Source: an optimization exercise on an open RTL-to-GDS flow (aim: small area). Production flows keep margins and buffers that such runs may drop. Only simulation tests tie the RTL to the original design; equivalence was not proved.

==> run a: inputs <==
==> flow/design.v <==
module sra_reg_slave #(
  parameter int DATA_WIDTH_BYTES = 4,
  parameter int ADDR_WIDTH       = 8,
  parameter int M_USER_BITS      = 2,
  parameter int S_USER_BITS      = 2,
  parameter int NUM_REGS         = 16
) (
  input  logic                               clk,
  input  logic                               rst,
  input  logic                               m_valid,
  output logic                               m_ready,
  input  logic [DATA_WIDTH_BYTES*8-1:0]      m_data,
  input  logic [M_USER_BITS-1:0]             m_user,
  input  logic [ADDR_WIDTH-1:0]              m_addr,
  output logic                               s_valid,
  input  logic                               s_ready,
  output logic [DATA_WIDTH_BYTES*8-1:0]      s_data,
  output logic [S_USER_BITS-1:0]             s_user,
  output logic [ADDR_WIDTH-1:0]              s_addr,
  input  logic                               hw_wr_en,
  input  logic [$clog2(NUM_REGS)-1:0]        hw_wr_addr,
  input  logic [DATA_WIDTH_BYTES*8-1:0]      hw_wr_data,
  output logic [NUM_REGS*DATA_WIDTH_BYTES*8-1:0] reg_q,
  output logic [NUM_REGS-1:0]                bus_wr_pulse
);
  localparam int DW = DATA_WIDTH_BYTES * 8;
  localparam int IW = $clog2(NUM_REGS);
  localparam bit WRITE_ACK = 1'b0;
  typedef enum logic {SLOT_EMPTY, SLOT_FULL} slot_t;
  slot_t                   slot_q, slot_d;
  logic [DW-1:0]           s_data_q, s_data_d;
  logic [S_USER_BITS-1:0]  s_user_q, s_user_d;
  logic [ADDR_WIDTH-1:0]   s_addr_q, s_addr_d;
  logic [DW-1:0]           regs_q [NUM_REGS];
  logic [DW-1:0]           regs_d [NUM_REGS];
  logic [NUM_REGS-1:0]     pulse_q, pulse_d;
  logic                    accept;
  logic                    is_wr;
  logic                    in_range;
  logic                    resp_en;
  logic [IW-1:0]           idx;
  logic [DW-1:0]           rd_data;
  logic                    unused_m_user;
  assign s_valid  = (slot_q == SLOT_FULL);
  assign m_ready  = !s_valid || s_ready;
  assign accept   = m_valid && m_ready;
  assign is_wr    = m_user[0];
  assign in_range = {1'b0, m_addr} < (ADDR_WIDTH+1)'(NUM_REGS);
  assign idx      = m_addr[IW-1:0];
  assign resp_en  = accept && (WRITE_ACK || !is_wr);
  assign unused_m_user = ^m_user;
  always_comb begin
    rd_data = regs_q[idx];
    if (hw_wr_en && (hw_wr_addr == idx)) begin
      rd_data = hw_wr_data;
    end
  end
  always_comb begin
    slot_d   = slot_q;
    s_data_d = s_data_q;
    s_user_d = s_user_q;
    s_addr_d = s_addr_q;
    if (resp_en) begin
      slot_d      = SLOT_FULL;
      s_data_d    = (!is_wr && in_range) ? rd_data : '0;
      s_user_d    = '0;
      s_user_d[0] = !in_range;
      s_user_d[1] = is_wr;
      s_addr_d    = m_addr;
    end else if (s_ready) begin
      slot_d = SLOT_EMPTY;
    end
  end
  always_comb begin
    for (int i = 0; i < NUM_REGS; i++) begin
      pulse_d[i] = accept && is_wr && in_range && (idx == IW'(i));
      regs_d[i]  = regs_q[i];
      if (pulse_d[i]) begin
        regs_d[i] = m_data;
      end else if (hw_wr_en && (hw_wr_addr == IW'(i))) begin
        regs_d[i] = hw_wr_data;
      end
    end
  end
  always_ff @(posedge clk) begin
    if (rst) begin
      slot_q   <= SLOT_EMPTY;
      s_data_q <= '0;
      s_user_q <= '0;
      s_addr_q <= '0;
      pulse_q  <= '0;
      for (int i = 0; i < NUM_REGS; i++) begin
        regs_q[i] <= '0;
      end
    end else begin
      slot_q   <= slot_d;
      s_data_q <= s_data_d;
      s_user_q <= s_user_d;
      s_addr_q <= s_addr_d;
      pulse_q  <= pulse_d;
      for (int i = 0; i < NUM_REGS; i++) begin
        regs_q[i] <= regs_d[i];
      end
    end
  end
  assign s_data       = s_data_q;
  assign s_user       = s_user_q;
  assign s_addr       = s_addr_q;
  assign bus_wr_pulse = pulse_q;
  for (genvar gi = 0; gi < NUM_REGS; gi++) begin : g_flat
    assign reg_q[gi*DW +: DW] = regs_q[gi];
  end
endmodule
==> flow/run.sh <==
#!/bin/bash
# synth_recipe.tcl (not shown) runs the flow's synth.tcl, then flattens the netlist and writes it again
# the make line also repeats each setting of config.mk as NAME=value (left out here)
make -C /OpenROAD-flow-scripts/flow DESIGN_CONFIG=/design/flow/config.mk WORK_HOME=/design/flow/orfs CLKGATE_MAP_FILE= SYNTH_SCRIPT=/design/flow/synth_recipe.tcl finish
==> flow/config.mk <==
export PLATFORM = sky130hd
export DESIGN_NAME = sra_reg_slave
export DESIGN_NICKNAME = sra_reg_slave
export VERILOG_FILES = /design/flow/design.v
export SDC_FILE = /design/flow/constraint.sdc
export NUM_CORES = 4
export LEC_CHECK = 0
export CAP_MARGIN = 20
export CORE_MARGIN = 2
export CORE_UTILIZATION = 40
export SLEW_MARGIN = 20
==> flow/constraint.sdc <==
create_clock -name core_clock -period 4.0 [get_ports {clk}]
set_input_delay 0.8000 -clock core_clock [delete_from_list [all_inputs] [get_ports {clk}]]
set_output_delay 0.8000 -clock core_clock [all_outputs]
set_load 0.01 [all_outputs]
==> inputs of run b, as changes to run a <==
==> flow/design.v (replaced) <==
module sra_wr_bit (
  input  logic b, h, k,
  input  logic m, hd, q,
  output logic d
);
  assign d = (b & m) | (h & hd) | (k & q);
endmodule
module sra_sel_drv (
  input  logic a,
  output logic y
);
  assign y = !a;
endmodule
module sra_ao222n (
  input  logic a1, a2, b1, b2, c1, c2,
  output logic y
);
  assign y = !((a1 & a2) | (b1 & b2) | (c1 & c2));
endmodule
module sra_rd_bit (
  input  logic [16:0] s,
  input  logic [16:0] v,
  output logic        d
);
  logic [5:0] y;
  for (genvar g = 0; g < 5; g++) begin : g_ao
    sra_ao222n u_ao (
      .a1(s[3*g]), .a2(v[3*g]), .b1(s[3*g+1]), .b2(v[3*g+1]), .c1(s[3*g+2]), .c2(v[3*g+2]),
      .y(y[g])
    );
  end
  assign y[5] = !((s[15] & v[15]) | (s[16] & v[16]));
  assign d = !(&y);
endmodule
module sra_reg_slave #(
  parameter int DATA_WIDTH_BYTES = 4,
  parameter int ADDR_WIDTH       = 8,
  parameter int M_USER_BITS      = 2,
  parameter int S_USER_BITS      = 2,
  parameter int NUM_REGS         = 16
) (
  input  logic                               clk,
  input  logic                               rst,
  input  logic                               m_valid,
  output logic                               m_ready,
  input  logic [DATA_WIDTH_BYTES*8-1:0]      m_data,
  input  logic [M_USER_BITS-1:0]             m_user,
  input  logic [ADDR_WIDTH-1:0]              m_addr,
  output logic                               s_valid,
  input  logic                               s_ready,
  output logic [DATA_WIDTH_BYTES*8-1:0]      s_data,
  output logic [S_USER_BITS-1:0]             s_user,
  output logic [ADDR_WIDTH-1:0]              s_addr,
  input  logic                               hw_wr_en,
  input  logic [$clog2(NUM_REGS)-1:0]        hw_wr_addr,
  input  logic [DATA_WIDTH_BYTES*8-1:0]      hw_wr_data,
  output logic [NUM_REGS*DATA_WIDTH_BYTES*8-1:0] reg_q,
  output logic [NUM_REGS-1:0]                bus_wr_pulse
);
  localparam int DW = DATA_WIDTH_BYTES * 8;
  localparam int IW = $clog2(NUM_REGS);
  logic                    slot_q;
  logic [DW-1:0]           s_data_q;
  logic [DW-1:0]           s_data_d;
  logic [ADDR_WIDTH-1:0]   s_addr_q;
  logic [DW-1:0]           regs_q [NUM_REGS];
  logic [DW-1:0]           regs_d [NUM_REGS];
  logic                    pulse_q;    
  logic                    accept;
  logic                    is_wr;
  logic                    in_range;
  logic                    hold;
  logic [IW-1:0]           idx;
  logic [NUM_REGS-1:0]     nb, nh;     
  logic [NUM_REGS-1:0]     nwb, nwh, nwk;  
  logic [NUM_REGS-1:0]     wb, wh, wk;  
  logic [NUM_REGS-1:0]     nrsel;      
  logic [NUM_REGS-1:0]     rsel;       
  logic                    rk;         
  assign s_valid  = slot_q;
  assign m_ready  = !slot_q || s_ready;
  assign accept   = m_valid && m_ready;
  assign is_wr    = m_user[0];
  assign in_range = {1'b0, m_addr} < (ADDR_WIDTH+1)'(NUM_REGS);
  assign idx      = m_addr[IW-1:0];
  assign hold     = slot_q && !s_ready;
  always_comb begin
    for (int i = 0; i < NUM_REGS; i++) begin
      nb[i]    = !(!rst && accept && is_wr && in_range && (idx == IW'(i)));
      nh[i]    = !(!rst && hw_wr_en && (hw_wr_addr == IW'(i)));
      nwb[i]   = nb[i];
      nwh[i]   = nh[i] || !nb[i];
      nwk[i]   = !(!rst && nb[i] && nh[i]);
      nrsel[i] = !(!hold && in_range && (idx == IW'(i)));
    end
  end
  for (genvar gi = 0; gi < NUM_REGS; gi++) begin : g_sel
    sra_sel_drv u_wb (.a(nwb[gi]), .y(wb[gi]));
    sra_sel_drv u_wh (.a(nwh[gi]), .y(wh[gi]));
    sra_sel_drv u_wk (.a(nwk[gi]), .y(wk[gi]));
    sra_sel_drv u_rs (.a(nrsel[gi]), .y(rsel[gi]));
  end
  sra_sel_drv u_rk (.a(!hold), .y(rk));
  for (genvar gi = 0; gi < NUM_REGS; gi++) begin : g_reg
    for (genvar gb = 0; gb < DW; gb++) begin : g_bit
      sra_wr_bit u_wr (
        .b(wb[gi]), .h(wh[gi]), .k(wk[gi]),
        .m(m_data[gb]), .hd(hw_wr_data[gb]), .q(regs_q[gi][gb]),
        .d(regs_d[gi][gb])
      );
    end
  end
  for (genvar gb = 0; gb < DW; gb++) begin : g_rd
    logic [NUM_REGS-1:0] col;
    for (genvar gi = 0; gi < NUM_REGS; gi++) begin : g_col
      assign col[gi] = regs_d[gi][gb];
    end
    sra_rd_bit u_rd (
      .s({rk, rsel}), .v({s_data_q[gb], col}),
      .d(s_data_d[gb])
    );
  end
  always_ff @(posedge clk) begin
    slot_q   <= !rst && ((accept && !is_wr) || hold);
    pulse_q  <= !rst && accept && is_wr && in_range;
    s_data_q <= s_data_d;
    if (!hold) begin
      s_addr_q <= m_addr;
    end
    for (int i = 0; i < NUM_REGS; i++) begin
      regs_q[i] <= regs_d[i];
    end
  end
  assign s_data       = s_data_q;
  assign s_user       = {1'b0, s_addr_q >= ADDR_WIDTH'(NUM_REGS)};
  assign s_addr       = s_addr_q;
  always_comb begin
    for (int i = 0; i < NUM_REGS; i++) begin
      bus_wr_pulse[i] = pulse_q && (s_addr_q[IW-1:0] == IW'(i));
    end
  end
  for (genvar gi = 0; gi < NUM_REGS; gi++) begin : g_flat
    assign reg_q[gi*DW +: DW] = regs_q[gi];
  end
endmodule
==> flow/flow/run.sh (new file) <==
#!/bin/bash
# Standard ORFS layout, with two changes: ports are buffered with the smallest
# buffer (buf_1) instead of the default pick, and the clock tree uses smaller
# buffers and no dummy loads. Every step's full output stays in the ORFS logs
# under orfs/logs; make's own output goes to flow_make.log.
set -euo pipefail
cd "$(dirname "$0")/.."
bash standard.sh \
  "BUFFER_PORTS_ARGS=-buffer_cell sky130_fd_sc_hd__buf_1" \
  "CTS_ARGS=-sink_clustering_enable -repair_clock_nets -dont_use_dummy_load -buf_list sky130_fd_sc_hd__clkbuf_8 -root_buf sky130_fd_sc_hd__clkbuf_16" \
  finish > flow_make.log 2>&1
==> flow/standard.sh (new file) <==
#!/bin/bash
# synth_recipe.tcl (not shown) runs the flow's synth.tcl, then flattens the netlist and writes it again
# the make line also repeats each setting of config.mk as NAME=value (left out here)
make -C /OpenROAD-flow-scripts/flow DESIGN_CONFIG=/design/flow/config.mk WORK_HOME=/design/flow/orfs CLKGATE_MAP_FILE= SYNTH_SCRIPT=/design/flow/synth_recipe.tcl "${@:-finish}"
==> flow/config.mk (replaced) <==
export PLATFORM = sky130hd
export DESIGN_NAME = sra_reg_slave
export DESIGN_NICKNAME = sra_reg_slave
export VERILOG_FILES = /design/flow/design.v
export SDC_FILE = /design/flow/constraint.sdc
export NUM_CORES = 4
export LEC_CHECK = 0
export CAP_MARGIN = 0
export CORE_MARGIN = 2
export CORE_UTILIZATION = 30
export PLACE_DENSITY = 0.5
export SLEW_MARGIN = 0
export SYNTH_HIERARCHICAL = 1
removed: flow/run.sh
==> run summary <==
- TritonRoute pass-1 iters: 17
- Inverters: 577
- Design area: around 28,000 µm²
- Hpwl dp: between 90,000 and 100,000 µm
- Dominant cells by area after synthesis: dfxtp_1 (50%), a222oi_1 (31%), inv_1 (9.9%)
- Routed WL per cell: 37.4 µm
- Outcome: no timing/DRC/antenna violations
- Multi-input combinational area share: 0.294
- GP Congestion: between 0.9 and 1
- Die height: 273 µm
-- figures above: run b

==> run summary <==
- Die height: 281 µm
- Setup bufs post-CTS: 0
- Multi-input combinational area share: 0.435
- Outcome: no timing/DRC/antenna violations
- Design area: 39,800 µm²
- TritonRoute pass-1 iters: 6
- Met3 Routed Length: 13,300 µm
- Dominant cells by area after synthesis: dfxtp_1 (37%), mux2i_1 (17%), a211oi_2 (11%)
- Total gr overflow: 0
- GP Congestion: around 0.88
- Routed WL per cell: 31.6 µm
- Hpwl dp: 97,600 µm
- Total placed cells including tap cells: 4,557
-- figures above: run a

[static timing again, ports no longer ideal]
The results above use ideal ports. As a check the final layouts listed here were re-extracted and re-timed, cells and wires unchanged.
Step 1 sets driving cells, clkbuf_16 on the clock port and buf_2 on the other inputs (assumed; they add their load-dependent delay and slew).
Step 2 moves the port delays by t, midway between the first and last clock arrival at a register: inputs arrive t later, outputs are due t later. That takes back most of the time a late clock gives input paths.
a / b / c = ideal / step 1 / step 2; a / b = the first two.
| run | shift t [ns] | setup slack, ns | clock arrival spread, ns | slew at the worst register clock pin (ns) | pins driven straight from the clock port |
|---|---|---|---|---|---|
| run a | 0.683 | 1.157 / 1.161 / 0.518 | 0.031 / 0.031 | 0.06 / 0.06 | 1 |
| run b | 0.654 | 0.480 / 0.515 / -0.139 | 0.079 / 0.080 | 0.07 / 0.07 | 1 |
Met with ideal ports but missed after step 2: setup timing in run b. The setup slack of run a, which loses most, moves by +0.004 ns with the drivers and by -0.639 ns with both steps.
